Context: an optimization exercise on an open-source flow, tuned for small area and few clock cycles. The choices shown serve that exercise and are no tape-out recipe.
The RTL was checked by simulation tests, not by an equivalence proof against the original design.
Power figures rest on the tool's default switching activity, not on a simulated workload.

===== flow/flow/run.sh =====
#!/bin/bash
# The standard layout (standard.sh), with two changes:
#  - synthesis maps the logic with flow/abc_area.script, an area-oriented ABC script, in
#    place of ORFS's; everything else in the synthesis is the standard one (synth_recipe.tcl
#    and ORFS's synth.tcl, with only the ABC script swapped), so the registers are the same
#  - the port buffers are the smallest buffer cell
# every tool's output goes to the ORFS logs under orfs/logs, and make's to layout.log
set -euo pipefail
W=$PWD
# ORFS's synth.tcl with the ABC script swapped, right after the preamble sets it
sed '/source $::env(SCRIPTS_DIR)\/synth_preamble.tcl/a set abc_args [lreplace $abc_args 1 1 '"$W"'/flow/abc_area.script]' \
	"$FLOW_HOME/scripts/synth.tcl" > "$W/own_synth.tcl"
grep -q "abc_area.script\]" "$W/own_synth.tcl"
# The standard flow's synthesis script, sourcing that copy
sed 's#source $::env(SCRIPTS_DIR)/synth.tcl#source '"$W"'/own_synth.tcl#' "$W/synth_recipe.tcl" > "$W/own_synth_recipe.tcl"
grep -q own_synth.tcl "$W/own_synth_recipe.tcl"
# standard.sh, with that synthesis script
sed 's#SYNTH_SCRIPT=[^ ]*#SYNTH_SCRIPT='"$W"'/own_synth_recipe.tcl#' "$W/standard.sh" > "$W/own_standard.sh"
grep -q own_synth_recipe.tcl "$W/own_standard.sh"
export BUFFER_PORTS_ARGS="-buffer_cell sky130_fd_sc_hd__buf_1"
bash "$W/own_standard.sh" > "$W/layout.log" 2>&1

===== flow/flow/abc_area.script =====
strash
&get -n
&fraig -x
&put
scorr
dc2
strash
&get -n
&dch -f
&nf -R 1000 -p
&put
mfs2
strash
&get -n
&dch -f
&nf -R 1000 -p
&put

===== flow/standard.sh =====
#!/bin/bash
# synth_recipe.tcl (not shown) runs the flow's synth.tcl, then flattens the netlist and writes it again
# the make line also repeats each setting of config.mk as NAME=value (left out here)
make -C /OpenROAD-flow-scripts/flow DESIGN_CONFIG=/design/flow/config.mk WORK_HOME=/design/flow/orfs CLKGATE_MAP_FILE= SYNTH_SCRIPT=/design/flow/synth_recipe.tcl "${@:-finish}"

===== flow/config.mk =====
export PLATFORM = sky130hd
export DESIGN_NAME = html_markup_text_extractor
export DESIGN_NICKNAME = html_markup_text_extractor
export VERILOG_FILES = /design/flow/design.v
export SDC_FILE = /design/flow/constraint.sdc
export NUM_CORES = 4
export LEC_CHECK = 0
export ABC_AREA = 1
export CAP_MARGIN = 20
export CORE_MARGIN = 2
export CORE_UTILIZATION = 60
export SLEW_MARGIN = 20

===== flow/constraint.sdc =====
create_clock -name core_clock -period 7.0 [get_ports {clk}]
set_input_delay 1.4000 -clock core_clock [delete_from_list [all_inputs] [get_ports {clk}]]
set_output_delay 1.4000 -clock core_clock [all_outputs]
set_load 0.01 [all_outputs]

===== flow/design.v =====
module html_markup_text_extractor (
	input  logic        clk,
	input  logic        arst_n,
	input  logic        in_valid,
	output logic        in_ready,
	input  logic [7:0]  in_byte,
	input  logic        doc_last,
	output logic        out_valid,
	input  logic        out_ready,
	output logic [7:0]  out_char,
	output logic [19:0] src_offset,
	output logic        run_last,
	output logic        nest_overflow
);
	localparam logic [1:0] M_NORMAL = 2'd0;
	localparam logic [1:0] M_SPACES = 2'd1;
	localparam logic [1:0] M_TAG    = 2'd2;
	localparam logic [1:0] M_ENT    = 2'd3;
	localparam logic [4:0] T_ROOT = 5'd0, T_BR = 5'd1, T_B = 5'd2, T_XM = 5'd3,
		T_D = 5'd4, T_XML = 5'd5, T_SC = 5'd6, T_SCR = 5'd7, T_H = 5'd8, T_SCRI = 5'd9,
		T_SCRIP = 5'd10, T_SCRIPT = 5'd11, T_L = 5'd12, T_SL = 5'd13, T_TI = 5'd14,
		T_TA = 5'd15, T_TIT = 5'd16, T_TITL = 5'd17, T_BLK = 5'd18, T_S = 5'd19,
		T_T = 5'd20, T_U = 5'd21, T_MBR = 5'd22, T_MXML = 5'd23, T_X = 5'd24,
		T_MSCRIPT = 5'd25, T_DEAD = 5'd27, T_MBLK = 5'd28;
	localparam logic [5:0] E_ROOT = 6'd0,
		E_A = 6'd33, E_L = 6'd44, E_G = 6'd39, E_N = 6'd46,
		E_O = 6'd47, E_U = 6'd53, E_CO = 6'd15, E_CA = 6'd1,
		E_CU = 6'd21, E_S = 6'd51, E_E = 6'd37, E_AM = 6'd2,
		E_AMP = 6'd3, E_LT = 6'd4, E_GT = 6'd5, E_NB = 6'd6,
		E_NBS = 6'd7, E_NBSP = 6'd8, E_OU = 6'd9, E_OUM = 6'd10,
		E_OUML = 6'd11, E_AU = 6'd12, E_AUM = 6'd13, E_AUML = 6'd14,
		E_UU = 6'd16, E_UUM = 6'd17, E_UUML = 6'd19, E_COU = 6'd18,
		E_COUM = 6'd20, E_COUML = 6'd22, E_CAU = 6'd23, E_CAUM = 6'd24,
		E_CAUML = 6'd25, E_CUU = 6'd26, E_CUUM = 6'd27, E_CUUML = 6'd29,
		E_SZ = 6'd28, E_SZL = 6'd30, E_SZLI = 6'd31, E_SZLIG = 6'd32,
		E_AG = 6'd34, E_AGR = 6'd35, E_AGRA = 6'd36, E_AGRAV = 6'd38,
		E_AGRAVE = 6'd40, E_EG = 6'd41, E_EGR = 6'd42, E_EGRA = 6'd43,
		E_EGRAV = 6'd45, E_EGRAVE = 6'd48, E_EA = 6'd49, E_EAC = 6'd50,
		E_EACU = 6'd52, E_EACUT = 6'd54, E_EACUTE = 6'd55, E_DEAD = 6'd56;
	localparam logic [2:0] C_NONE = 3'd0, C_BR = 3'd1, C_OX = 3'd2, C_OS = 3'd3,
		C_CX = 3'd4, C_CS = 3'd5, C_BLK = 3'd6;
	logic        first_q;
	logic [1:0]  mode_q;
	logic [5:0]  sub_q;
	logic [16:0] stk_q;    
	logic [19:0] pos_q;
	logic [19:0] mark_q;
	logic        ovf_q;
	logic        v1_q, v2_q;
	logic [7:0]  c1_q;
	logic        sel1_q;    
	logic        mpend_q;   
	logic [7:0] b;
	logic       ws, is_lt, is_gt, is_amp, is_semi, is_slash;
	logic       letter, digit, alnum, lower;
	logic [4:0] li;
	assign b        = in_byte;
	assign ws       = (b == 8'h20) || (b >= 8'h09 && b <= 8'h0D);
	assign is_lt    = (b == 8'h3C);
	assign is_gt    = (b == 8'h3E);
	assign is_amp   = (b == 8'h26);
	assign is_semi  = (b == 8'h3B);
	assign is_slash = (b == 8'h2F);
	assign li       = b[4:0];
	assign lower    = b[5];
	assign letter   = (b[7:6] == 2'b01) && (li != 5'd0) && (li <= 5'd26);
	assign digit    = (b[7:4] == 4'h3) && (b[3:0] <= 4'd9);
	assign alnum    = letter || digit;
	function automatic logic fl(input logic [7:0] c);
		fl = letter && (li == c[4:0]);
	endfunction
	function automatic logic el(input logic [7:0] c);
		el = letter && (li == c[4:0]) && (lower == c[5]);
	endfunction
	logic [5:0] tag_nx, ent_nx;
	logic [2:0] tcls;
	logic       tleaf;
	logic [8:0] edec;
	logic [4:0] t_exp, t_tgt;
	logic [4:0] ts;
	logic       tsl;
	assign ts  = sub_q[4:0];
	assign tsl = sub_q[5];
	always_comb begin
		t_tgt = T_BLK;
		if (ts == T_B) begin t_exp = "R"; t_tgt = T_BR; end
		else if (ts == T_X) begin t_exp = "M"; t_tgt = T_XM; end
		else if (ts == T_XM) begin t_exp = "L"; t_tgt = T_XML; end
		else if (ts == T_S) begin t_exp = "C"; t_tgt = T_SC; end
		else if (ts == T_SC) begin t_exp = "R"; t_tgt = T_SCR; end
		else if (ts == T_SCR) begin t_exp = "I"; t_tgt = T_SCRI; end
		else if (ts == T_SCRI) begin t_exp = "P"; t_tgt = T_SCRIP; end
		else if (ts == T_SCRIP) begin t_exp = "T"; t_tgt = T_SCRIPT; end
		else if (ts == T_L) t_exp = "I";
		else if (ts == T_U) t_exp = "L";
		else if (ts == T_TI) begin t_exp = "T"; t_tgt = T_TIT; end
		else if (ts == T_TA) begin t_exp = "B"; t_tgt = T_TIT; end
		else if (ts == T_TIT) begin t_exp = "L"; t_tgt = T_TITL; end
		else if (ts == T_TITL) t_exp = "E";
		else t_exp = 5'd0;
	end
	logic t_first;
	assign t_first = letter && (li == 5'd4 || li == 5'd8 || li == 5'd12 || li == 5'd19 ||
		li == 5'd20 || li == 5'd21 || li == 5'd24 || (li == 5'd2 && !tsl));
	logic [4:0] t_nx;
	always_comb begin
		t_nx = T_DEAD;
		case (ts)
			T_ROOT, T_SL: begin
				if (ts == T_ROOT && ws)          t_nx = T_ROOT;
				else if (ts == T_ROOT && is_slash) t_nx = T_SL;
				else if (t_first)               t_nx = li;
				else if (ts == T_SL && fl("P")) t_nx = T_BLK;
			end
			T_D:       if (fl("L") || fl("T")) t_nx = T_BLK;
			T_T: begin
				if (fl("I"))         t_nx = T_TI;
				else if (fl("A"))    t_nx = T_TA;
				else if (fl("R") || fl("D")) t_nx = T_BLK;
			end
			T_H:       if (b == "1" || b == "2" || b == "3") t_nx = T_BLK;
			T_BR:      if (ws) t_nx = T_MBR;
			T_XML:     if (ws) t_nx = T_MXML;
			T_SCRIPT:  if (ws) t_nx = T_MSCRIPT;
			T_BLK:     if (ws) t_nx = T_MBLK;
			T_MBR, T_MXML, T_MSCRIPT, T_MBLK: t_nx = ts;
			default:   if (t_exp != 5'd0 && letter && li == t_exp) t_nx = t_tgt;
		endcase
	end
	assign tag_nx = {tsl || (ts == T_ROOT && is_slash), t_nx};
	always_comb begin
		if (ts == T_BR || ts == T_MBR) tcls = C_BR;
		else if (ts == T_XML || ts == T_MXML) tcls = tsl ? C_CX : C_OX;
		else if (ts == T_SCRIPT || ts == T_MSCRIPT) tcls = tsl ? C_CS : C_OS;
		else if (ts == T_BLK || ts == T_MBLK) tcls = C_BLK;
		else tcls = C_NONE;
		tleaf = (tcls != C_NONE);
	end
	logic [4:0] e_exp;
	logic [5:0] e_tgt;
	always_comb begin
		e_tgt = E_DEAD;
		if (sub_q == E_L) begin e_exp = "t"; e_tgt = E_LT; end
		else if (sub_q == E_G) begin e_exp = "t"; e_tgt = E_GT; end
		else if (sub_q == E_N) begin e_exp = "b"; e_tgt = E_NB; end
		else if (sub_q == E_O) begin e_exp = "u"; e_tgt = E_OU; end
		else if (sub_q == E_U) begin e_exp = "u"; e_tgt = E_UU; end
		else if (sub_q == E_CO) begin e_exp = "u"; e_tgt = E_COU; end
		else if (sub_q == E_CA) begin e_exp = "u"; e_tgt = E_CAU; end
		else if (sub_q == E_CU) begin e_exp = "u"; e_tgt = E_CUU; end
		else if (sub_q == E_S) begin e_exp = "z"; e_tgt = E_SZ; end
		else if (sub_q == E_AM) begin e_exp = "p"; e_tgt = E_AMP; end
		else if (sub_q == E_NB) begin e_exp = "s"; e_tgt = E_NBS; end
		else if (sub_q == E_NBS) begin e_exp = "p"; e_tgt = E_NBSP; end
		else if (sub_q == E_OU) begin e_exp = "m"; e_tgt = E_OUM; end
		else if (sub_q == E_OUM) begin e_exp = "l"; e_tgt = E_OUML; end
		else if (sub_q == E_AU) begin e_exp = "m"; e_tgt = E_AUM; end
		else if (sub_q == E_AUM) begin e_exp = "l"; e_tgt = E_AUML; end
		else if (sub_q == E_UU) begin e_exp = "m"; e_tgt = E_UUM; end
		else if (sub_q == E_UUM) begin e_exp = "l"; e_tgt = E_UUML; end
		else if (sub_q == E_COU) begin e_exp = "m"; e_tgt = E_COUM; end
		else if (sub_q == E_COUM) begin e_exp = "l"; e_tgt = E_COUML; end
		else if (sub_q == E_CAU) begin e_exp = "m"; e_tgt = E_CAUM; end
		else if (sub_q == E_CAUM) begin e_exp = "l"; e_tgt = E_CAUML; end
		else if (sub_q == E_CUU) begin e_exp = "m"; e_tgt = E_CUUM; end
		else if (sub_q == E_CUUM) begin e_exp = "l"; e_tgt = E_CUUML; end
		else if (sub_q == E_SZ) begin e_exp = "l"; e_tgt = E_SZL; end
		else if (sub_q == E_SZL) begin e_exp = "i"; e_tgt = E_SZLI; end
		else if (sub_q == E_SZLI) begin e_exp = "g"; e_tgt = E_SZLIG; end
		else if (sub_q == E_AG) begin e_exp = "r"; e_tgt = E_AGR; end
		else if (sub_q == E_AGR) begin e_exp = "a"; e_tgt = E_AGRA; end
		else if (sub_q == E_AGRA) begin e_exp = "v"; e_tgt = E_AGRAV; end
		else if (sub_q == E_AGRAV) begin e_exp = "e"; e_tgt = E_AGRAVE; end
		else if (sub_q == E_EG) begin e_exp = "r"; e_tgt = E_EGR; end
		else if (sub_q == E_EGR) begin e_exp = "a"; e_tgt = E_EGRA; end
		else if (sub_q == E_EGRA) begin e_exp = "v"; e_tgt = E_EGRAV; end
		else if (sub_q == E_EGRAV) begin e_exp = "e"; e_tgt = E_EGRAVE; end
		else if (sub_q == E_EA) begin e_exp = "c"; e_tgt = E_EAC; end
		else if (sub_q == E_EAC) begin e_exp = "u"; e_tgt = E_EACU; end
		else if (sub_q == E_EACU) begin e_exp = "t"; e_tgt = E_EACUT; end
		else if (sub_q == E_EACUT) begin e_exp = "e"; e_tgt = E_EACUTE; end
		else e_exp = 5'd0;
	end
	logic e_first;
	assign e_first = el("a") || el("l") || el("g") || el("n") || el("o") || el("u") || el("O") || el("A") || el("U") || el("s") || el("e");
	always_comb begin
		ent_nx = E_DEAD;
		case (sub_q)
			E_ROOT: if (e_first) ent_nx = {lower, li};
			E_A: begin
				if (el("m")) ent_nx = E_AM;
				else if (el("u")) ent_nx = E_AU;
				else if (el("g")) ent_nx = E_AG;
			end
			E_E: begin
				if (el("g")) ent_nx = E_EG;
				else if (el("a")) ent_nx = E_EA;
			end
			default: if (e_exp != 5'd0 && letter && lower && li == e_exp) ent_nx = e_tgt;
		endcase
	end
	always_comb begin
		if (sub_q == E_AMP) edec = {1'b1, 8'h26};
		else if (sub_q == E_LT) edec = {1'b1, 8'h3C};
		else if (sub_q == E_GT) edec = {1'b1, 8'h3E};
		else if (sub_q == E_NBSP) edec = {1'b1, 8'h20};
		else if (sub_q == E_OUML) edec = {1'b1, 8'hF6};
		else if (sub_q == E_AUML) edec = {1'b1, 8'hE4};
		else if (sub_q == E_UUML) edec = {1'b1, 8'hFC};
		else if (sub_q == E_COUML) edec = {1'b1, 8'hD6};
		else if (sub_q == E_CAUML) edec = {1'b1, 8'hC4};
		else if (sub_q == E_CUUML) edec = {1'b1, 8'hDC};
		else if (sub_q == E_SZLIG) edec = {1'b1, 8'hDF};
		else if (sub_q == E_AGRAVE) edec = {1'b1, 8'hE0};
		else if (sub_q == E_EGRAVE) edec = {1'b1, 8'hE8};
		else if (sub_q == E_EACUTE) edec = {1'b1, 8'hE9};
		else edec = 9'd0;
	end
	logic [1:0]  mode;
	logic        d0, full, top;
	logic [19:0] off;
	logic        ovf_in;
	assign mode   = first_q ? M_NORMAL : mode_q;
	assign d0     = first_q || (stk_q[16:1] == 16'd0);
	assign full   = !first_q && stk_q[16];
	assign top    = stk_q[0];
	assign off    = first_q ? 20'd0 : pos_q + 20'd1;
	assign ovf_in = !first_q && ovf_q;
	logic       n_emit;
	logic [7:0] n_char;
	logic [1:0] n_mode;
	assign n_emit = d0 && !is_lt && !is_amp;
	assign n_char = ws ? 8'h20 : b;
	assign n_mode = ws ? M_SPACES : is_lt ? M_TAG : is_amp ? M_ENT : M_NORMAL;
	logic [1:0]  mode_d;
	logic [5:0]  sub_d;
	logic        set_mark, push, pop, ovf_set;
	logic        a_v, b_v;      
	logic [7:0]  a_c, b_c;
	logic        a_mark;        
	logic        renorm;
	always_comb begin
		mode_d   = mode;
		sub_d    = sub_q;
		push     = 1'b0;
		pop      = 1'b0;
		ovf_set  = 1'b0;
		a_v      = 1'b0;
		b_v      = 1'b0;
		a_c      = n_char;
		b_c      = n_char;
		a_mark   = 1'b0;
		renorm   = 1'b0;
		case (mode)
			M_NORMAL: renorm = 1'b1;
			M_SPACES: renorm = !ws && !doc_last;
			M_TAG: begin
				if (is_gt) begin
					mode_d = M_NORMAL;
					case (tcls)
						C_BR: begin
							a_v    = d0;
							a_c    = 8'h0A;
							a_mark = 1'b1;
							mode_d = M_SPACES;
						end
						C_OX, C_OS: begin
							push    = !full;
							ovf_set = full;
						end
						C_CX: pop = !d0 && !top;
						C_CS: pop = !d0 && top;
						C_BLK: begin
							a_v    = d0;
							a_c    = 8'h0A;
							a_mark = 1'b1;
							b_v    = d0;
							b_c    = 8'h0A;
							mode_d = M_SPACES;
						end
						default: ;
					endcase
				end else begin
					sub_d = tag_nx;
				end
			end
			M_ENT: begin
				if (alnum) begin
					sub_d = ent_nx;
				end else begin
					mode_d = M_NORMAL;
					a_v    = d0 && edec[8];
					a_c    = edec[7:0];
					a_mark = 1'b1;
					renorm = !is_semi && !doc_last;
				end
			end
		endcase
		if (renorm) begin
			mode_d = n_mode;
			if (is_lt || is_amp)
				sub_d = 6'd0;
			if (a_v) begin
				b_v = n_emit;
			end else begin
				a_v    = n_emit;
				a_c    = n_char;
				a_mark = 1'b0;
			end
		end
	end
	assign set_mark = renorm && (is_lt || is_amp);
	logic pop_o, take;
	assign pop_o    = v1_q && out_ready;
	assign in_ready = !v2_q && (!v1_q || out_ready);
	assign take     = in_valid && in_ready;
	always_ff @(posedge clk or negedge arst_n) begin
		if (!arst_n) begin
			first_q <= 1'b1;
		end else if (take) begin
			first_q <= doc_last;
		end
	end
	always_ff @(posedge clk) begin
		if (take) begin
			mode_q <= mode_d;
			sub_q  <= sub_d;
			pos_q  <= off;
			ovf_q  <= ovf_in || ovf_set;
			mpend_q <= set_mark;
			if (mpend_q)
				mark_q <= pos_q;
			if (push)
				stk_q <= {first_q ? 16'd1 : stk_q[15:0], tcls == C_OS};
			else if (pop)
				stk_q <= {1'b0, stk_q[16:1]};
			else if (first_q)
				stk_q <= 17'd1;
		end
	end
	always_ff @(posedge clk or negedge arst_n) begin
		if (!arst_n) begin
			v1_q <= 1'b0;
			v2_q <= 1'b0;
		end else begin
			v1_q <= (v1_q && !out_ready) || v2_q || (take && a_v);
			v2_q <= (v2_q && !out_ready) || (take && b_v);
		end
	end
	always_ff @(posedge clk) begin
		if (v2_q) begin
			if (out_ready)
				sel1_q <= 1'b0;
		end else if (take && a_v) begin
			c1_q   <= b_v ? b_c : a_c;
			sel1_q <= a_mark;
		end
	end
	assign out_valid     = v1_q;
	assign out_char      = !v2_q ? c1_q : edec[8] ? edec[7:0] : 8'h0A;
	assign src_offset    = sel1_q ? mark_q : pos_q;
	assign run_last      = !v2_q;
	assign nest_overflow = ovf_q;
endmodule

==> metrics.csv, run 1 <==
metric;value;unit
vias in the first global route;5554;
CTS sink cnt;79;
combinational share of power;30.8;%
unrepaired setup endpoints after global routing;no;
global-route wire length before repair;29.3;mm
fin crit share;68.0;%
crit-path max cell delay;0.59;ns
Post-route DRC;0;
Clk pwr share;23.4;%
Longest Clk Path Bufs;2;
site row count;35;
post-layout min period;4.76;ns
drt via density;7.36;
pre-CTS setup slack;2.02;ns
post-route setup slack;2.24;ns
MaxCap Viol Count;0;
Area growth syn-to-layout;9.80;%
antenna violations before repair;0;
ys flop type;edfxtp_1;
Warnings, synthesis;1;
diode count;0;
DRT antenna net count;0;
Critical Path RT;7.20;ns
GP Congestion;1.06;
Critical path buffers and inverters;1;
# Post-CTS Setup Buffers;0;
PortBufs;44;
share of power burned in registers;45.8;%
CP max FO;17;
Reg clk slew, reported paths;0.08;ns
Synth Cell Area;5570;um^2
Worst setup startpoint;in_byte[2];
worst reg2reg startpoint;sub_q[1]$_DFFE_PP_;
P_sw;561;uW
DRT iter0 DRCs;1005;
Worst path slowest cell;buf_1;
most frequent CP cell;nand2_1;
Final Slew Violations;0;
CP Capture Type;flop;
die width;100;um
core area;9110;um^2
leakage;2.11;nW
Switching Fraction;38.5;%
Die Y;100;um
Mapped Nets;668;
crit start category;input pin;
count of cell types in the netlist;49;
commonest non-fill, non-tap cell in the layout;nor2_1;
GRT Total Usage;37.4;%
internal cell power;899;uW
Top Family by Delay on Critical Path;simple AND/OR/NAND/NOR gates;
Ports;45;
root buffer cell;clkbuf_8;
Starting Density;61.1;%
Max IR drop VDD;0.000140;V
Setup Viol. Count Final;0;
Hold Crit Class;reg2reg;
hold_buf cts;0;
Setup Skew;0.00976;ns
global route total overflow;0;
die area;10100;um^2
CTS tree;built;
slew margin rel.;30.1;%
PD cells;239;nW/um^2
WL met2;8.85;mm
Detailed Place HPWL;13.3;mm
WS Path Type;in2reg;
setup TNS;0;ns
fin nets;728;
Mapped Avg Cell Area;8.51;um^2
WL/cell;22.9;um
Clk Latency, worst-skew pair;0.36;ns
cells along the critical path;buf_1 > nand2_1 > nand2_1 > o211ai_1 > and2_0 > nor2_1 > nand2_1 > o32a_1 > or2_0 > nor3b_1 > o211ai_1 > nor2b_1 > nand3_1 > o21ai_0;
Top Metal Used;met4;
wire length on met1;6.67;mm
DRT Wirelength;19.0;mm
share of Yosys cell area claimed by the top area cell type;41.0;%
DR vias;6109;
post-CTS sizing;0;
DR WL met3;2.28;mm
largest net degree at the start of global routing;52;
CP arrival;4.96;ns
Area contributors post-synth;edfxtp_1 (41%), nor2_1 (6.7%), a21oi_1 (6.2%), nand2_1 (5.1%), mux2_1 (4.9%);
status;complete, no violations;
most frequent cells in the layout;nor2_1 (99), edfxtp_1 (76), nand2_1 (75);
Synth area leader;edfxtp_1;
Worst Max-Slew Pin Slew;1.04;ns
register area share after synthesis;42.4;%
fmax;210;MHz
Num CTS Buffers;9;
H-tree depth;3;
Initial DRT Pass Iterations;9;
Synth async-reset ratio;3.80;%
number of synthesized flops with an enable pin;76;
HP Start;pos_q[1]$_SDFFCE_PP0P_;
Fin. Hold Viols;0;
Yosys reg bits;79;
Mapped Cells;654;
share of cells above drive strength 1;3.20;%
[power groups by stage]
stage               Clock, mW  Combinational (mW)  Sequential (mW)
floorplan                   0               0.276            0.657
global placement            0               0.419            0.664
detailed placement          0               0.424            0.672
CTS                     0.336               0.432            0.664
global route            0.357               0.481            0.672
finish                  0.341               0.450            0.669
[per-stage QoR]
step                cells  hold WS (ns)  utilization (%)  total power [mW]  area [um^2]
floorplan             654         0.466                -             0.933         5570
global placement      814         0.488             64.9              1.08         5910
detailed placement    814         0.510             64.9              1.10         5910
CTS                   830         0.531             67.1              1.43         6110
global route          830         0.546             67.1              1.51         6110
finish                830         0.532             67.1              1.46         6110
[routing by layer]
metal,global-route usage (%),up-vias
met3,6.62,121
met2,62.3,566
li1,-,2648
met5,0,-
met1,47.0,2774
met4,18.4,0
[sequential cells by signal, summed over array words and instances, names as in the netlist]
signal and cells:
pos_q 20, first_q 1, sub_q 6, mode_q 2, mark_q 20, c1_q 8, mpend_q 1, sel1_q 1
ovf_q 1, stk_q 17, v2_q 1, v1_q 1
[final timing paths]
| check | endpoint | slack, ns | cells after the start |
|---|---|---|---|
| hold / removal | mark_q[1]$_DFFE_PP_ | 0.53 | 0 |
| setup / recovery | c1_q[2]$_DFFE_PP_ | 2.24 | 14 |
| setup reg to reg | sub_q[3]$_DFFE_PP_ | 2.54 | 13 |
| hold reg to reg | mark_q[1]$_DFFE_PP_ | 0.53 | 0 |
| max in group asynchronous | first_q$_DFFE_PN1P_ | 5.95 | 1 |
| min in group asynchronous | v2_q$_DFF_PN0_ | 0.83 | 1 |
[cell usage after synthesis (2+ instances only)]
cell type and count:
or4_1 2, a22oi_1 3, clkinv_1 7, o22ai_1 2, o21a_1 4, nor2_1 99
o211ai_1 3, and3_1 17, nand2b_1 21, nor3_1 49, nand4_1 8, nor2b_1 13
xor2_1 5, edfxtp_1 76, and2_0 7, a311oi_1 3, a22o_1 15, o41ai_1 2
or2_0 4, mux2_1 24, nor3b_1 2, a2111oi_0 5, o2111ai_1 2, o31ai_1 2
dfrtp_1 2, a32oi_1 4, or3_1 7, a221oi_1 2, a21oi_1 69, a31oi_1 12
nand3_1 23, nand2_1 75, xnor2_1 5, a211oi_1 2, nor4b_1 5, o21ai_0 48
and4_1 2, nor4_1 12
[logic make-up after synthesis]
| kind of cell | share of synthesized area, % |
|---|---|
| AO/OA/AOI/OAI | 19.9 |
| XOR/XNOR | 1.57 |
| adder cells (fa/ha/maj) | 0.225 |
| buffers and inverters | 0.472 |
| flip-flops | 42.4 |
| multiplexers | 5.04 |
| AND/OR/NAND/NOR | 30.4 |
[cell type report]
class / instances / area, um^2
clock buffer: 10 / 128
fill: 693 / 3000
tap: 111 / 139
sequential: 79 / 2360
timing repair buffer: 49 / 203
inverter: 7 / 26.3
clock inverter: 6 / 70.1
multi-input combinational: 568 / 3190
Testbench counts, summed over its fixed seeds: cycles 25,771.
==> run 2: changes to the inputs <==
==> flow/flow/abc_area.script (replaced) <==
strash
&get -n
&fraig -x
&put
scorr
dc2
strash
&get -n
&dch -f
&nf -R 1000 -p
&put
mfs2
strash
&get -n
&dch -f
&nf -R 1000 -p
&put
mfs2
strash
&get -n
&dch -f
&nf -R 1000 -p
&put
mfs2
strash
&get -n
&dch -f
&nf -R 1000 -p
&put
mfs2
strash
&get -n
&dch -f
&nf -R 1000 -p
&put
mfs2
strash
&get -n
&dch -f
&nf -R 1000 -p
&put
mfs2
strash
&get -n
&dch -f
&nf -R 1000 -p
&put
mfs2
strash
&get -n
&dch -f
&nf -R 1000 -p
&put
mfs2
strash
&get -n
&dch -f
&nf -R 1000 -p
&put
mfs2
strash
&get -n
&dch -f
&nf -R 1000 -p
&put
mfs2
strash
&get -n
&dch -f
&nf -R 1000 -p
&put
mfs2
strash
&get -n
&dch -f
&nf -R 1000 -p
&put
mfs2
strash
&get -n
&dch -f
&nf -R 1000 -p
&put
mfs2
strash
&get -n
&dch -f
&nf -R 1000 -p
&put
mfs2
strash
&get -n
&dch -f
&nf -R 1000 -p
&put
mfs2
strash
&get -n
&dch -f
&nf -R 1000 -p
&put
mfs2
strash
&get -n
&dch -f
&nf -R 1000 -p
&put
mfs2
strash
&get -n
&dch -f
&nf -R 1000 -p
&put
mfs2
strash
&get -n
&dch -f
&nf -R 1000 -p
&put
mfs2
strash
&get -n
&dch -f
&nf -R 1000 -p
&put
mfs2
strash
&get -n
&dch -f
&nf -R 1000 -p
&put
==> run 2 against run 1 <==
Still clean; synthesized area fell by 4.5%; clock power rose by 18%; power fell by 1.3%; synthesized cell count fell by 7.6%; register-to-register slack improved by 0.04 ns; critical endpoint unchanged.
==> metrics.csv, run 2 <==
metric;value;unit;change
Area growth syn-to-layout;11.5;%;was 9.80%
die area;9630;um^2;was 10100 um^2
worst reg2reg startpoint;sub_q[4]$_DFFE_PP_;;was sub_q[1]$_DFFE_PP_
WL/cell;22.3;um;was 22.9 um
MaxCap Viol Count;0;;unchanged
Mapped Avg Cell Area;8.80;um^2;was 8.51 um^2
number of synthesized flops with an enable pin;76;;unchanged
CTS tree;built;;unchanged
design area;5930;um^2;was 6110 um^2
Ports;45;;unchanged
hold_buf cts;0;;unchanged
Final Slew Violations;0;;unchanged
WS Path Type;in2reg;;unchanged
R2R Path End;sub_q[5]$_DFFE_PP_;;was sub_q[3]$_DFFE_PP_
share of cells above drive strength 1;4.32;%;was 3.20%
fmax;201;MHz;was 210 MHz
Top Registers;mark_q (20), pos_q (20), stk_q (17);;unchanged
wire length on met1;6.52;mm;was 6.67 mm
share of Yosys cell area claimed by the top area cell type;42.9;%;was 41.0%
PD cells;243;nW/um^2;was 239 nW/um^2
CP arrival;5.10;ns;was 4.96 ns
Area contributors post-synth;edfxtp_1 (43%), a21oi_1 (6.6%), nor2_1 (5.6%), mux2_1 (5.1%), nand2_1 (4.2%);;was edfxtp_1 (41%), nor2_1 (6.7%), a21oi_1 (6.2%), nand2_1 (5.1%), mux2_1 (4.9%)
WL met2;8.01;mm;was 8.85 mm
leakage;2.02;nW;was 2.11 nW
DRT iter0 DRCs;1095;;was 1005
setup TNS;0;ns;unchanged
commonest non-fill, non-tap cell in the layout;nor2_1;;unchanged
count of cell types in the netlist;48;;was 49
Max IR drop VDD;0.000106;V;was 0.000140 V
register area share after synthesis;44.4;%;was 42.4%
Setup Viol. Count Final;0;;unchanged
Num CTS Buffers;9;;unchanged
global-route wire length before repair;27.7;mm;was 29.3 mm
unrepaired setup endpoints after global routing;no;;unchanged
Post-route DRC;0;;unchanged
DR WL met3;2.10;mm;was 2.28 mm
Hold Crit Class;reg2reg;;unchanged
# Post-CTS Setup Buffers;0;;unchanged
H-tree depth;3;;unchanged
die width;98.1;um;was 100 um
Final Util;68.6;%;was 67.1%
post-CTS sizing;0;;unchanged
global route total overflow;0;;unchanged
DR vias;5741;;was 6109
Placed Area;5690;um^2;was 5910 um^2
core area;8640;um^2;was 9110 um^2
CTS sink cnt;79;;unchanged
ys flop type;edfxtp_1;;unchanged
Initial DRT Pass Iterations;9;;unchanged
GRT Total Usage;35.7;%;was 37.4%
most frequent cells in the layout;nor2_1 (78), edfxtp_1 (76), a21oi_1 (70);;was nor2_1 (99), edfxtp_1 (76), nand2_1 (75)
drt via density;7.36;;about the same
Reg clk slew, reported paths;0.10;ns;was 0.08 ns
Worst setup startpoint;in_byte[1];;was in_byte[2]
DRT antenna net count;0;;unchanged
Top Metal Used;met4;;unchanged
Clk Latency, worst-skew pair;0.36;ns;about the same
crit start category;input pin;;unchanged
Reg area;2360;um^2;unchanged
antenna violations before repair;0;;unchanged
synth cell count leaders;nor2_1 (79), edfxtp_1 (76), a21oi_1 (70);;was nor2_1 (99), edfxtp_1 (76), nand2_1 (75)
CP Capture Type;flop;;unchanged
Setup Skew;0.0203;ns;was 0.00976 ns
DRT Wirelength;17.4;mm;was 19.0 mm
site row count;34;;was 35
CP max FO;12;;was 17
fin crit share;71.2;%;was 68.0%
Longest Clk Path Bufs;2;;unchanged
Warnings, synthesis;1;;unchanged
GP Congestion;0.998;;was 1.06
r2r setup slk;2.58;ns;was 2.54 ns
slew margin rel.;34.3;%;was 30.1%
diode count;0;;unchanged
root buffer cell;clkbuf_8;;unchanged
worst hold stages;0;;unchanged
vias in the first global route;5402;;was 5554
fin nets;681;;was 728
Synth Cell Area;5320;um^2;was 5570 um^2
hold slack;0.544;ns;was 0.532 ns
Synth async-reset ratio;3.80;%;unchanged
Mapped Nets;618;;was 668
Detailed Place HPWL;12.3;mm;was 13.3 mm
Mapped Cells;604;;was 654
count leader, synth;nor2_1;;unchanged
Fin. Hold Viols;0;;unchanged
R2R cell count;12;;was 13
sink of the worst hold path;mark_q[19]$_DFFE_PP_;;was mark_q[1]$_DFFE_PP_
HP Start;pos_q[19]$_SDFFCE_PP0P_;;was pos_q[1]$_SDFFCE_PP0P_
Starting Density;61.6;%;was 61.1%
Multi-input gate area;2930;um^2;was 3190 um^2
post-layout min period;4.99;ns;was 4.76 ns
PortBufs;44;;unchanged
status;complete, no violations;;unchanged
Critical Path RT;7.11;ns;was 7.20 ns
# fillers;683;;was 693
Yosys reg bits;79;;unchanged
Worst Max-Slew Pin Slew;0.981;ns;was 1.04 ns
Synth area leader;edfxtp_1;;unchanged
largest net degree at the start of global routing;31;;was 52
Die Y;98.1;um;was 100 um
-- run 2: worst max path at each step --
stage / end / slack (ns) / cells after the start
6_report: c1_q[2]$_DFFE_PP_ / 2.01 / 14
5_1_grt: c1_q[5]$_DFFE_PP_ / 1.77 / 13
4_1_cts: c1_q[2]$_DFFE_PP_ / 2.20 / 14
3_5_place_dp: c1_q[2]$_DFFE_PP_ / 1.88 / 14
3_3_place_gp: c1_q[2]$_DFFE_PP_ / 2.06 / 14
2_1_floorplan: stk_q[0]$_DFFE_PP_ / 1.50 / 7
-- run 2: cell type report --
class | instances | area share [%]
Multi-Input combinational cell | 513 | 49.4
Sequential cell | 79 | 39.8
Timing Repair Buffer | 52 | 3.80
Tap cell | 108 | 2.28
Clock buffer | 9 | 2.09
Clock inverter | 7 | 1.86
Inverter | 12 | 0.760
-- run 2: worst max-delay path, cell delays in order --
cell and delay (ns):
buf_1 0.52, nor2_1 0.23, nand2_1 0.16, nor3_1 0.07, or3b_1 0.47, nor2_1 0.35
a21oi_1 0.11, and2_0 0.26, a21o_1 0.25, o311ai_0 0.16, a21o_1 0.24, and3_1 0.41
nor2_1 0.15, a32o_1 0.29
-- run 2: power by group --
part	total (mW)	internal, mW	switching (mW)	leakage (nW)
clock	0.403	0.210	0.194	0.116
sequential	0.656	0.584	0.0729	0.766
combinational	0.382	0.123	0.259	1.14
total	1.44	0.917	0.525	2.02
-- run 2: cells by family (layout without fill, tap and decap cells) --
group | after synthesis | in the layout | synth area share (%)
and+or+nand+nor | 290 | 290 | 26.3
adders and majority gates | 1 | 1 | 0.235
xor gates and xnor gates | 6 | 6 | 0.989
buffers and inverters | 12 | 80 | 0.847
muxes | 24 | 24 | 5.08
AOI/OAI and AO/OA | 192 | 192 | 22.2
DFF | 79 | 79 | 44.4
-- run 2: layer usage --
metal / vias up / global-route usage, %
li1: 2482 / -
met1: 2638 / 48.4
met2: 537 / 57.1
met3: 84 / 6.01
met4: 0 / 15.4
met5: - / 0
-- run 2: stage by stage --
step	instances	worst slack [ns]	power, mW
after global placement	764	2.06	1.01
after floorplan	604	1.50	0.887
after detailed placement	764	1.88	1.03
final	780	2.01	1.44
after global routing	780	1.77	1.50
after CTS	780	2.20	1.42
==> run 3: changes to the inputs <==
==> flow/flow/abc_area.script (replaced) <==
strash
&get -n
&fraig -x
&put
scorr
dc2
strash
&get -n
&dch -f
&nf -R 1000 -p
&put
mfs2
strash
&get -n
&dch -f
&nf -R 1000 -p
&put
--- a/flow/config.mk
+++ b/flow/config.mk
@@ -8,5 +8,7 @@
 export ABC_AREA = 1
 export CAP_MARGIN = 20
 export CORE_MARGIN = 2
-export CORE_UTILIZATION = 60
+export CORE_UTILIZATION = 75
+export CTS_CLUSTER_DIAMETER = 100
+export CTS_CLUSTER_SIZE = 40
 export SLEW_MARGIN = 20
==> run 3 against run 2 <==
Global-route usage up 10 points; clock power is 8.7% lower; combinational power is 11% higher; core utilization is 16 points higher; synthesized area up 4.7%; critical path depth decreased by 6; die area shrank 16%; non-clock buffer count shrank 5; worst setup slack worse by 0.047 ns; flip-flop and latch count unchanged; critical endpoint is now out_char[6].
==> metrics.csv, run 3 <==
metric;value;unit;change
Clk Latency, worst-skew pair;0.39;ns;was 0.36 ns
register area share after synthesis;42.4;%;was 44.4%
worst hold stages;0;;unchanged
H-tree depth;3;;unchanged
largest net degree at the start of global routing;31;;unchanged
count of cell types in the netlist;49;;was 48
r2r setup slk;2.41;ns;was 2.58 ns
synth cell count leaders;nor2_1 (99), edfxtp_1 (76), nand2_1 (75);;was nor2_1 (79), edfxtp_1 (76), a21oi_1 (70)
die width;90.1;um;was 98.1 um
die area;8130;um^2;was 9630 um^2
Starting Density;77.1;%;was 61.6%
R2R Path End;sub_q[3]$_DFFE_PP_;;was sub_q[5]$_DFFE_PP_
post-layout min period;5.03;ns;was 4.99 ns
drt via density;7.63;;was 7.36
Top Registers;mark_q (20), pos_q (20), stk_q (17);;unchanged
unrepaired setup endpoints after global routing;no;;unchanged
vias in the first global route;5764;;was 5402
Synth async-reset ratio;3.80;%;unchanged
Worst Max-Slew Pin Slew;1.00;ns;was 0.981 ns
site row count;31;;was 34
Num CTS Buffers;9;;unchanged
slew margin rel.;33.2;%;was 34.3%
global-route wire length before repair;29.7;mm;was 27.7 mm
Mapped Cells;654;;was 604
Longest Clk Path Bufs;2;;unchanged
CP max FO;28;;was 12
commonest non-fill, non-tap cell in the layout;nor2_1;;unchanged
most frequent cells in the layout;nor2_1 (99), edfxtp_1 (76), nand2_1 (75);;was nor2_1 (78), edfxtp_1 (76), a21oi_1 (70)
Detailed Place HPWL;12.1;mm;was 12.3 mm
share of Yosys cell area claimed by the top area cell type;41.0;%;was 42.9%
Mapped Avg Cell Area;8.51;um^2;was 8.80 um^2
Worst setup startpoint;sub_q[4]$_DFFE_PP_;;was in_byte[1]
setup TNS;0;ns;unchanged
Synth Cell Area;5570;um^2;was 5320 um^2
fmax;199;MHz;was 201 MHz
Area contributors post-synth;edfxtp_1 (41%), nor2_1 (6.7%), a21oi_1 (6.2%), nand2_1 (5.1%), mux2_1 (4.9%);;was edfxtp_1 (43%), a21oi_1 (6.6%), nor2_1 (5.6%), mux2_1 (5.1%), nand2_1 (4.2%)
GRT Total Usage;46.0;%;was 35.7%
Setup Skew;0.0269;ns;was 0.0203 ns
total power;1.47;mW;was 1.44 mW
Final Slew Violations;0;;unchanged
DRT antenna net count;0;;unchanged
global route total overflow;0;;unchanged
Initial DRT Pass Iterations;17;;was 9
number of synthesized flops with an enable pin;76;;unchanged
post-CTS sizing;0;;unchanged
# Post-CTS Setup Buffers;0;;unchanged
CTS tree;built;;unchanged
GP Congestion;1.17;;was 0.998
DRT iter0 DRCs;1633;;was 1095
Reg clk slew, reported paths;0.09;ns;was 0.10 ns
Worst Setup EP;out_char[6];;was c1_q[2]$_DFFE_PP_
CP arrival;3.63;ns;was 5.10 ns
hold_buf cts;0;;unchanged
Setup Viol. Count Final;0;;unchanged
Ports;45;;unchanged
leakage;2.11;nW;was 2.02 nW
PortBufs;44;;unchanged
Area growth syn-to-layout;9.60;%;was 11.5%
fin crit share;71.9;%;was 71.2%
Warnings, synthesis;1;;unchanged
DRT Wirelength;18.3;mm;was 17.4 mm
worst reg2reg startpoint;sub_q[4]$_DFFE_PP_;;unchanged
R2R cell count;12;;unchanged
# fillers;434;;was 683
WS Path Type;reg2out;;was in2reg
diode count;0;;unchanged
CP Capture Type;primary output;;was flop
antenna violations before repair;0;;unchanged
Reg area;2360;um^2;unchanged
Synth area leader;edfxtp_1;;unchanged
Multi-input gate area;3190;um^2;was 2930 um^2
status;complete, no violations;;unchanged
DR vias;6227;;was 5741
Critical Path RT;5.60;ns;was 7.11 ns
crit start category;flop;;was input pin
PD cells;241;nW/um^2;was 243 nW/um^2
Post-route DRC;0;;unchanged
WL/cell;22.4;um;was 22.3 um
Hold Crit Class;reg2reg;;unchanged
Fin. Hold Viols;0;;unchanged
fin nets;726;;was 681
Mapped Nets;668;;was 618
core area;7210;um^2;was 8640 um^2
share of cells above drive strength 1;3.21;%;was 4.32%
count leader, synth;nor2_1;;unchanged
CTS sink cnt;79;;unchanged
ys flop type;edfxtp_1;;unchanged
Yosys reg bits;79;;unchanged
MaxCap Viol Count;0;;unchanged
Max IR drop VDD;0.000162;V;was 0.000106 V
root buffer cell;clkbuf_8;;unchanged
Die Y;90.1;um;was 98.1 um
==> run 3: cell types whose count changed after synthesis, sizes merged, moves of 8 or more <==
cell    before  now
nand2b      13   21
o21ai       39   48
nor2        79   99
a31oi       21   12
nand2       59   75
==> run 3: through the flow <==
step / cells / instance area, um^2 / setup WS, ns / hold slack [ns] / util [%]
finish: 816 / 6100 / 1.97 / 0.542 / 84.5
CTS: 816 / 6090 / 2.16 / 0.531 / 84.5
global placement: 800 / 5880 / 2.31 / 0.487 / 81.5
global route: 816 / 6100 / 1.82 / 0.548 / 84.5
detailed placement: 800 / 5880 / 2.06 / 0.515 / 81.5
floorplan: 654 / 5570 / 2.15 / 0.466 / -
==> run 3: per-layer routing <==
metal / track usage [%] / wire, um / part of all wire [%] / vias to the layer above
li1: - / - / - / 2636
met1: 60.0 / 6300 / 34 / 2724
met2: 73.1 / 8110 / 44 / 686
met3: 12.2 / 2670 / 15 / 181
met4: 19.2 / 1210 / 6.6 / 0
met5: 0 / 0 / 0 / -
==> run 3: power by group <==
part	leakage [nW]	internal, mW	total, mW	switching (mW)
clock network	0.0996	0.171	0.368	0.197
registers	0.767	0.591	0.681	0.0900
logic	1.24	0.139	0.423	0.284
==> run 3: cells by family after synthesis <==
group / Yosys count / share of synthesized area (%)
fa+ha+maj: 1 / 0.225
simple gates: 349 / 30.4
flops: 79 / 42.4
buf+inv: 7 / 0.472
compound gates: 183 / 19.9
mux: 25 / 5.04
xor+xnor: 10 / 1.57
==> run 3: worst min path at each step <==
| stage | from | to |
|---|---|---|
| global placement | pos_q[4]$_SDFFCE_PP0P_ | mark_q[4]$_DFFE_PP_ |
| detailed placement | pos_q[4]$_SDFFCE_PP0P_ | mark_q[4]$_DFFE_PP_ |
| floorplan | pos_q[4]$_SDFFCE_PP0P_ | mark_q[4]$_DFFE_PP_ |
| global route | pos_q[1]$_SDFFCE_PP0P_ | mark_q[1]$_DFFE_PP_ |
| finish | pos_q[1]$_SDFFCE_PP0P_ | mark_q[1]$_DFFE_PP_ |
| CTS | pos_q[1]$_SDFFCE_PP0P_ | mark_q[1]$_DFFE_PP_ |
==> run 3: layout make-up <==
class,instances,area share [%]
Inverter,7,0.431
Tap cell,99,2.03
Sequential cell,79,38.7
Multi-Input combinational cell,568,52.3
Clock inverter,7,1.44
Timing Repair Buffer,47,3.08
Clock buffer,9,2.03
==> run 3: worst max-delay path, cell delays in order, from the launching register on <==
cell and delay, ns:
edfxtp_1 1.02, buf_4 0.40, nor2b_1 0.70, a21oi_1 0.19
o21ai_0 0.20, or2_0 0.31, nand2_1 0.11, o21ai_0 0.14
buf_1 0.19
==> run 4: changes to the inputs <==
--- a/flow/flow/run.sh
+++ b/flow/flow/run.sh
@@ -4,6 +4,7 @@
 #    place of ORFS's; everything else in the synthesis is the standard one (synth_recipe.tcl
 #    and ORFS's synth.tcl, with only the ABC script swapped), so the registers are the same
 #  - the port buffers are the smallest buffer cell
+#  - clock tree synthesis adds no dummy loads
 # every tool's output goes to the ORFS logs under orfs/logs, and make's to layout.log
 set -euo pipefail
 W=$PWD
@@ -18,4 +19,5 @@
 sed 's#SYNTH_SCRIPT=[^ ]*#SYNTH_SCRIPT='"$W"'/own_synth_recipe.tcl#' "$W/standard.sh" > "$W/own_standard.sh"
 grep -q own_synth_recipe.tcl "$W/own_standard.sh"
 export BUFFER_PORTS_ARGS="-buffer_cell sky130_fd_sc_hd__buf_1"
+export CTS_ARGS="-sink_clustering_enable -repair_clock_nets -dont_use_dummy_load"
 bash "$W/own_standard.sh" > "$W/layout.log" 2>&1
==> flow/flow/abc_area.script (replaced) <==
strash
&get -n
&fraig -x
&put
scorr
dc2
strash
&get -n
&dch -f
&nf -R 1000 -p
&put
mfs2
strash
&get -n
&dch -f
&nf -R 1000 -p
&put
mfs2
strash
&get -n
&dch -f
&nf -R 1000 -p
&put
mfs2
strash
&get -n
&dch -f
&nf -R 1000 -p
&put
mfs2
strash
&get -n
&dch -f
&nf -R 1000 -p
&put
mfs2
strash
&get -n
&dch -f
&nf -R 1000 -p
&put
mfs2
strash
&get -n
&dch -f
&nf -R 1000 -p
&put
mfs2
strash
&get -n
&dch -f
&nf -R 1000 -p
&put
mfs2
strash
&get -n
&dch -f
&nf -R 1000 -p
&put
mfs2
strash
&get -n
&dch -f
&nf -R 1000 -p
&put
mfs2
strash
&get -n
&dch -f
&nf -R 1000 -p
&put
mfs2
strash
&get -n
&dch -f
&nf -R 1000 -p
&put
mfs2
strash
&get -n
&dch -f
&nf -R 1000 -p
&put
mfs2
strash
&get -n
&dch -f
&nf -R 1000 -p
&put
mfs2
strash
&get -n
&dch -f
&nf -R 1000 -p
&put
mfs2
strash
&get -n
&dch -f
&nf -R 1000 -p
&put
mfs2
strash
&get -n
&dch -f
&nf -R 1000 -p
&put
mfs2
strash
&get -n
&dch -f
&nf -R 1000 -p
&put
mfs2
strash
&get -n
&dch -f
&nf -R 1000 -p
&put
mfs2
strash
&get -n
&dch -f
&nf -R 1000 -p
&put
mfs2
strash
&get -n
&dch -f
&nf -R 1000 -p
&put
--- a/flow/config.mk
+++ b/flow/config.mk
@@ -8,7 +8,5 @@
 export ABC_AREA = 1
 export CAP_MARGIN = 20
 export CORE_MARGIN = 2
-export CORE_UTILIZATION = 75
-export CTS_CLUSTER_DIAMETER = 100
-export CTS_CLUSTER_SIZE = 40
+export CORE_UTILIZATION = 60
 export SLEW_MARGIN = 20
==> run 4 against run 3 <==
Clock skew grew 0.018 ns; still clean on timing, DRC and antenna; register-to-register slack better by 0.17 ns; worst setup slack better by 0.10 ns; first-iteration DRC count shrank 37%; sequential share of layout area increased by 1.9 points; die area rose by 19%; synthesized area shrank 4.5%; combinational power decreased by about 10%; cell count shrank 5.3%; clock power down 28%.
==> metrics.csv, run 4 <==
metric;value;unit;change
status;complete, no violations;;unchanged
share of cells above drive strength 1;3.31;%;was 3.21%
drt via density;7.35;;was 7.63
WL/cell;22.1;um;was 22.4 um
CTS tree;built;;unchanged
WP depth;14;;was 8
PortBufs;44;;unchanged
# fillers;701;;was 434
count of cell types in the netlist;48;;was 49
ys flop type;edfxtp_1;;unchanged
die width;98.1;um;was 90.1 um
slew margin rel.;33.8;%;was 33.2%
root buffer cell;clkbuf_8;;unchanged
Max IR drop VDD;0.000102;V;was 0.000162 V
DRT Wirelength;17.0;mm;was 18.3 mm
post-CTS sizing;0;;unchanged
die area;9630;um^2;was 8130 um^2
Critical path buffers and inverters;1;;was 2
Top Registers;mark_q (20), pos_q (20), stk_q (17);;unchanged
Setup Skew;0.0447;ns;was 0.0269 ns
Clk Latency, worst-skew pair;0.37;ns;was 0.39 ns
Longest Clk Path Bufs;2;;unchanged
Mapped Cells;604;;was 654
DR vias;5680;;was 6227
Mapped Avg Cell Area;8.80;um^2;was 8.51 um^2
Area growth syn-to-layout;9.39;%;was 9.60%
worst hold stages;0;;unchanged
number of synthesized flops with an enable pin;76;;unchanged
CTS sink cnt;79;;unchanged
fmax;203;MHz;was 199 MHz
Mapped Nets;618;;was 668
WS Path Type;in2reg;;was reg2out
crit start category;input pin;;was flop
cells along the critical path;buf_1 > nor2_1 > nand2_1 > nor3_1 > or3b_1 > nor2_1 > a21oi_1 > and2_0 > a21o_1 > o311ai_0 > a21o_1 > and3_1 > nor2_1 > a32o_1;;was buf_4 > nor2b_1 > a21oi_1 > o21ai_0 > or2_0 > nand2_1 > o21ai_0 > buf_1
Num CTS Buffers;9;;unchanged
Die Y;98.1;um;was 90.1 um
Ports;45;;unchanged
Final Slew Violations;0;;unchanged
R2R cell count;12;;unchanged
Fin. Hold Viols;0;;unchanged
DRT antenna net count;0;;unchanged
Initial DRT Pass Iterations;6;;was 17
crit-path max cell delay;0.51;ns;was 1.02 ns
count leader, synth;nor2_1;;unchanged
Synth async-reset ratio;3.80;%;unchanged
CP Capture Type;flop;;was primary output
fin nets;681;;was 726
setup TNS;0;ns;unchanged
Warnings, synthesis;1;;unchanged
antenna violations before repair;0;;unchanged
vias in the first global route;5325;;was 5764
share of Yosys cell area claimed by the top area cell type;42.9;%;was 41.0%
Worst Max-Slew Pin Slew;0.989;ns;was 1.00 ns
Yosys reg bits;79;;unchanged
unrepaired setup endpoints after global routing;no;;unchanged
Detailed Place HPWL;12.3;mm;was 12.1 mm
MaxCap Viol Count;0;;unchanged
DRT iter0 DRCs;1028;;was 1633
CP max FO;12;;was 28
diode count;0;;unchanged
site row count;34;;was 31
post-layout min period;4.93;ns;was 5.03 ns
Worst path slowest cell;buf_1;;was edfxtp_1
Critical Path RT;7.11;ns;was 5.60 ns
GP Congestion;0.998;;was 1.17
Top Family by Delay on Critical Path;simple AND/OR/NAND/NOR gates;;unchanged
leakage;1.97;nW;was 2.11 nW
Area contributors post-synth;edfxtp_1 (43%), a21oi_1 (6.6%), nor2_1 (5.6%), mux2_1 (5.1%), nand2_1 (4.2%);;was edfxtp_1 (41%), nor2_1 (6.7%), a21oi_1 (6.2%), nand2_1 (5.1%), mux2_1 (4.9%)
most frequent CP cell;nor2_1;;was o21ai_0
largest net degree at the start of global routing;31;;unchanged
GRT Total Usage;35.2;%;was 46.0%
post-route setup slack;2.07;ns;was 1.97 ns
global-route wire length before repair;27.2;mm;was 29.7 mm
H-tree depth;3;;unchanged
Synth area leader;edfxtp_1;;unchanged
Reg clk slew, reported paths;0.10;ns;was 0.09 ns
hold_buf cts;0;;unchanged
Starting Density;61.6;%;was 77.1%
global route total overflow;0;;unchanged
commonest non-fill, non-tap cell in the layout;nor2_1;;unchanged
# Post-CTS Setup Buffers;0;;unchanged
Setup Viol. Count Final;0;;unchanged
Hold Crit Class;reg2reg;;unchanged
Synth Cell Area;5320;um^2;was 5570 um^2
Post-route DRC;0;;unchanged
pre-CTS setup slack;1.88;ns;was 2.06 ns
CP arrival;5.04;ns;was 3.63 ns
synth cell count leaders;nor2_1 (79), edfxtp_1 (76), a21oi_1 (70);;was nor2_1 (99), edfxtp_1 (76), nand2_1 (75)
most frequent cells in the layout;nor2_1 (78), edfxtp_1 (76), a21oi_1 (70);;was nor2_1 (99), edfxtp_1 (76), nand2_1 (75)
PD cells;224;nW/um^2;was 241 nW/um^2
core area;8640;um^2;was 7210 um^2
fin crit share;70.4;%;was 71.9%
register area share after synthesis;44.4;%;was 42.4%
## run 4: cell count changes after synthesis, sizes merged, moves of 8 or more
cell	previous run	this run
nand2b	21	13
nor2	99	79
nand2	75	59
o21ai	48	39
a31oi	12	21
## run 4: cell type report
type	instances	area [um^2]	area share (%)
Sequential cell	79	2360	40.6
Inverter	12	45.0	0.775
Clock buffer	9	124	2.13
Multi-Input combinational cell	513	2930	50.3
Tap cell	108	135	2.32
Timing Repair Buffer	52	225	3.87
## run 4: through the flow
stage / utilization [%] / power, mW / std cells / cell area [um^2] / hold slack [ns]
3_3_place_gp: 65.9 / 1.01 / 764 / 5690 / 0.474
2_1_floorplan: - / 0.887 / 604 / 5320 / 0.458
3_5_place_dp: 65.9 / 1.03 / 764 / 5690 / 0.509
6_report: 67.3 / 1.30 / 773 / 5820 / 0.542
4_1_cts: 67.3 / 1.28 / 773 / 5820 / 0.534
5_1_grt: 67.3 / 1.35 / 773 / 5820 / 0.549
## run 4: cell families (layout without fill, tap and decap cells)
| logic type | Yosys count | after routing | share of synthesized area, % |
|---|---|---|---|
| adder cells (fa/ha/maj) | 1 | 1 | 0.235 |
| buffers and inverters | 12 | 73 | 0.847 |
| AND/OR/NAND/NOR | 290 | 290 | 26.3 |
| flip-flops | 79 | 79 | 44.4 |
| multiplexers | 24 | 24 | 5.08 |
| AO/OA/AOI/OAI | 192 | 192 | 22.2 |
| XOR/XNOR | 6 | 6 | 0.989 |
## run 4: final timing paths
path | from | end | slack (ns)
setup reg to reg | sub_q[4]$_DFFE_PP_ | sub_q[5]$_DFFE_PP_ | 2.58
hold / removal | pos_q[19]$_SDFFCE_PP0P_ | mark_q[19]$_DFFE_PP_ | 0.54
setup / recovery | in_byte[1] | c1_q[2]$_DFFE_PP_ | 2.07
hold reg to reg | pos_q[19]$_SDFFCE_PP0P_ | mark_q[19]$_DFFE_PP_ | 0.54
max in group asynchronous | arst_n | first_q$_DFFE_PN1P_ | 5.93
min in group asynchronous | arst_n | v1_q$_DFF_PN0_ | 0.83
## run 4: power by group
| part | switching (mW) | leakage (nW) | internal (mW) |
|---|---|---|---|
| clock | 0.151 | 0.0647 | 0.115 |
| combinational | 0.257 | 1.14 | 0.123 |
| sequential | 0.0726 | 0.766 | 0.584 |
## run 4: metal layers
layer / global-route usage, % / wire (um) / vias up
met3: 5.94 / 2000 / 87
met1: 47.7 / 6450 / 2622
li1: - / - / 2483
met5: 0 / 0 / -
met4: 16.0 / 769 / 0
met2: 55.9 / 7830 / 488
==> run 5: changes to the inputs <==
==> flow/flow/abc_area.script (replaced) <==
strash
&get -n
&fraig -x
&put
scorr
dc2
strash
&get -n
&dch -f
&nf -R 1000 -p
&put
mfs2
strash
dc2
&get -n
&dch -f
&nf -R 1000 -p
&put
mfs2
strash
dc2
&get -n
&dch -f
&nf -R 1000 -p
&put
mfs2
strash
dc2
&get -n
&dch -f
&nf -R 1000 -p
&put
mfs2
strash
dc2
&get -n
&dch -f
&nf -R 1000 -p
&put
mfs2
strash
dc2
&get -n
&dch -f
&nf -R 1000 -p
&put
mfs2
strash
dc2
&get -n
&dch -f
&nf -R 1000 -p
&put
mfs2
strash
dc2
&get -n
&dch -f
&nf -R 1000 -p
&put
mfs2
strash
dc2
&get -n
&dch -f
&nf -R 1000 -p
&put
mfs2
strash
dc2
&get -n
&dch -f
&nf -R 1000 -p
&put
mfs2
strash
dc2
&get -n
&dch -f
&nf -R 1000 -p
&put
mfs2
strash
dc2
&get -n
&dch -f
&nf -R 1000 -p
&put
mfs2
strash
dc2
&get -n
&dch -f
&nf -R 1000 -p
&put
mfs2
strash
dc2
&get -n
&dch -f
&nf -R 1000 -p
&put
mfs2
strash
dc2
&get -n
&dch -f
&nf -R 1000 -p
&put
mfs2
strash
dc2
&get -n
&dch -f
&nf -R 1000 -p
&put
mfs2
strash
dc2
&get -n
&dch -f
&nf -R 1000 -p
&put
mfs2
strash
dc2
&get -n
&dch -f
&nf -R 1000 -p
&put
mfs2
strash
dc2
&get -n
&dch -f
&nf -R 1000 -p
&put
mfs2
strash
dc2
&get -n
&dch -f
&nf -R 1000 -p
&put
mfs2
strash
dc2
&get -n
&dch -f
&nf -R 1000 -p
&put
==> run 5 against run 4 <==
Synthesized area is 0.52% lower; wire length is 1.6% lower; clock skew is 0.0089 ns lower; clock power is 2% lower; worst hold slack better by 0.0027 ns; sequential power hardly changed.
==> metrics.csv, run 5 <==
metric;value;unit;change
fin crit share;71.0;%;was 70.4%
Setup Viol. Count Final;0;;unchanged
CTS sink cnt;79;;unchanged
fin nets;673;;was 681
Critical Path RT;5.60;ns;was 7.11 ns
CP max FO;19;;was 12
Hold Crit Class;reg2reg;;unchanged
GRT Total Usage;34.3;%;was 35.2%
Starting Density;61.2;%;was 61.6%
root buffer cell;clkbuf_8;;unchanged
core area;8640;um^2;unchanged
largest net degree at the start of global routing;33;;was 31
crit start category;flop;;was input pin
Mapped Nets;611;;was 618
Initial DRT Pass Iterations;8;;was 6
count of cell types in the netlist;52;;was 48
die area;9580;um^2;was 9630 um^2
share of Yosys cell area claimed by the top area cell type;43.2;%;was 42.9%
Synth async-reset ratio;3.80;%;unchanged
die width;97.9;um;was 98.1 um
fin cells;765;;was 773
Setup Skew;0.0358;ns;was 0.0447 ns
CP Capture Type;primary output;;was flop
PortBufs;44;;unchanged
Longest Clk Path Bufs;2;;unchanged
Reg clk slew, reported paths;0.08;ns;was 0.10 ns
vias in the first global route;4904;;was 5325
most frequent cells in the layout;edfxtp_1 (76), nand2_1 (70), nor2_1 (63);;was nor2_1 (78), edfxtp_1 (76), a21oi_1 (70)
Placed Cells;754;;was 764
Post-route DRC;0;;unchanged
site row count;34;;unchanged
unrepaired setup endpoints after global routing;no;;unchanged
drt via density;7.26;;was 7.35
global route total overflow;0;;unchanged
WL/cell;21.9;um;was 22.1 um
Die Y;97.9;um;was 98.1 um
total power;1.28;mW;was 1.30 mW
GP Congestion;1.03;;was 0.998
Num CTS Buffers;9;;unchanged
Switching Fraction;36.2;%;was 36.9%
combinational share of power;28.7;%;was 29.2%
Final Slew Violations;0;;unchanged
Synth area leader;edfxtp_1;;unchanged
Clk Latency, worst-skew pair;0.34;ns;was 0.37 ns
Max IR drop VDD;0.000125;V;was 0.000102 V
register area share after synthesis;44.6;%;was 44.4%
DR vias;5555;;was 5680
DRT iter0 DRCs;1066;;was 1028
DRT Wirelength;16.8;mm;was 17.0 mm
Yosys reg bits;79;;unchanged
WS Path Type;reg2out;;was in2reg
post-layout min period;4.97;ns;was 4.93 ns
fmax;201;MHz;was 203 MHz
Mapped Avg Cell Area;8.86;um^2;was 8.80 um^2
Detailed Place HPWL;12.2;mm;was 12.3 mm
CP arrival;3.57;ns;was 5.04 ns
antenna violations before repair;0;;unchanged
synth cell count leaders;edfxtp_1 (76), nand2_1 (70), nor2_1 (64);;was nor2_1 (79), edfxtp_1 (76), a21oi_1 (70)
CTS tree;built;;unchanged
Ports;45;;unchanged
Mapped Cells;597;;was 604
diode count;0;;unchanged
Warnings, synthesis;1;;unchanged
Area contributors post-synth;edfxtp_1 (43%), a21oi_1 (5.8%), nand2_1 (5.0%), nor2_1 (4.5%), mux2_1 (4.3%);;was edfxtp_1 (43%), a21oi_1 (6.6%), nor2_1 (5.6%), mux2_1 (5.1%), nand2_1 (4.2%)
hold_buf cts;0;;unchanged
share of power burned in registers;51.0;%;was 50.4%
share of cells above drive strength 1;2.74;%;was 3.31%
P_sw;465;uW;was 480 uW
slew margin rel.;26.6;%;was 33.8%
leakage;2.03;nW;was 1.97 nW
Worst Max-Slew Pin Slew;1.07;ns;was 0.989 ns
hold slack;0.545;ns;was 0.542 ns
post-CTS sizing;0;;unchanged
# Post-CTS Setup Buffers;0;;unchanged
global-route wire length before repair;26.6;mm;was 27.2 mm
count leader, synth;edfxtp_1;;was nor2_1
Clk pwr share;20.3;%;was 20.4%
internal cell power;818;uW;was 822 uW
PD cells;222;nW/um^2;was 224 nW/um^2
commonest non-fill, non-tap cell in the layout;edfxtp_1;;was nor2_1
MaxCap Viol Count;0;;unchanged
Synth Cell Area;5290;um^2;was 5320 um^2
Fin. Hold Viols;0;;unchanged
number of synthesized flops with an enable pin;76;;unchanged
ys flop type;edfxtp_1;;unchanged
Top Registers;mark_q (20), pos_q (20), stk_q (17);;unchanged
H-tree depth;3;;unchanged
DRT antenna net count;0;;unchanged
setup TNS;0;ns;unchanged
Area growth syn-to-layout;9.44;%;was 9.39%
status;complete, no violations;;unchanged
[run 5: cell types whose count changed after synthesis, sizes merged, moves of 5 or more]
cell and change:
nand3 +7, nor2 -15, o211ai +5, o22ai -5, a21oi -9, nand2 +11
[run 5: cell families (layout without fill, tap and decap cells)]
kind of cell    count (synthesis)  after routing  share of synthesized area, %
mux                            21             21                          4.45
xor+xnor                        7              7                          1.16
fa+ha+maj                       1              1                         0.237
buf+inv                        12             72                         0.852
compound gates                181            181                          21.3
simple gates                  296            296                          27.4
flops                          79             79                          44.6
[run 5: cell type report]
type	instances	area (um^2)
Clock buffer	9	124
Sequential cell	79	2360
Timing Repair Buffer	51	238
Fill cell	693	2850
Tap cell	108	135
Inverter	12	45.0
Multi-Input combinational cell	506	2890
[run 5: power by group through the flow]
stage / logic (mW) / clock network (mW) / registers [mW]
finish: 0.369 / 0.260 / 0.655
global route: 0.395 / 0.277 / 0.661
CTS: 0.351 / 0.259 / 0.651
detailed placement: 0.349 / 0 / 0.660
global placement: 0.346 / 0 / 0.653
floorplan: 0.229 / 0 / 0.642
[run 5: final timing paths]
kind	startpoint	end	slack, ns	cells past startpoint
setup reg to reg	sub_q[3]$_DFFE_PP_	sub_q[0]$_DFFE_PP_	2.18	16
min in group asynchronous	arst_n	v2_q$_DFF_PN0_	0.84	1
hold / removal	pos_q[19]$_SDFFCE_PP0P_	mark_q[19]$_DFFE_PP_	0.54	0
setup / recovery	sub_q[2]$_DFFE_PP_	out_char[2]	2.03	8
hold reg to reg	pos_q[19]$_SDFFCE_PP0P_	mark_q[19]$_DFFE_PP_	0.54	0
max in group asynchronous	arst_n	first_q$_DFFE_PN1P_	5.94	1
[run 5: metal layers]
metal / GRT usage (%) / wire (um) / up-vias
met5: 0 / 0 / -
met1: 48.1 / 6280 / 2536
met2: 56.6 / 7940 / 488
met3: 5.73 / 1970 / 83
li1: - / - / 2448
met4: 7.37 / 580 / 0
[run 5: through the flow]
stage	area (um^2)	util, %	worst slack (ns)
after floorplan	5290	-	2.64
after global placement	5630	65.2	1.94
after detailed placement	5630	65.2	1.62
after CTS	5750	66.6	1.96
after global routing	5790	67.0	1.84
final	5790	67.0	2.03
[run 5: critical path, stage by stage, from the launching register on]
cell and delay (ns):
edfxtp_1 0.81, nor2_1 0.33, nand2_1 0.30, nor2_1 0.11, a31oi_1 0.21, o21ai_0 0.21
a2111oi_0 0.95, a21oi_1 0.16, buf_1 0.16

==> afterwards: timing with drivers on the ports <==
The flow's constraints put no driver on any port. The routed layouts listed below were extracted and timed again, unchanged, in two steps. Step 1 assumes that a clkbuf_16 drives the clock port and a buf_2 every other input. Step 2, shift: input delay + t, output delay - t, t = (earliest + latest rising clock arrival at the registers) / 2. This alone moves slack from input paths to output paths. a / b / c = ideal / step 1 / step 2; a / b = the first two.
run | t, ns | setup WS [ns] | worst setup path after step 2
run 1 | 0.384 | 2.242 / 2.242 / 1.858 | input to register
run 2 | 0.387 | 2.013 / 2.024 / 1.637 | input to register
run 3 | 0.404 | 1.966 / 1.935 / 1.672 | input to register
run 4 | 0.386 | 2.070 / 2.080 / 1.693 | input to register
run 5 | 0.353 | 2.029 / 1.996 / 1.858 | input to register
After both steps every run listed still meets setup and hold. The setup slack of run 1, which loses most, moves by 0.000 ns with the drivers and by -0.384 ns with both steps.
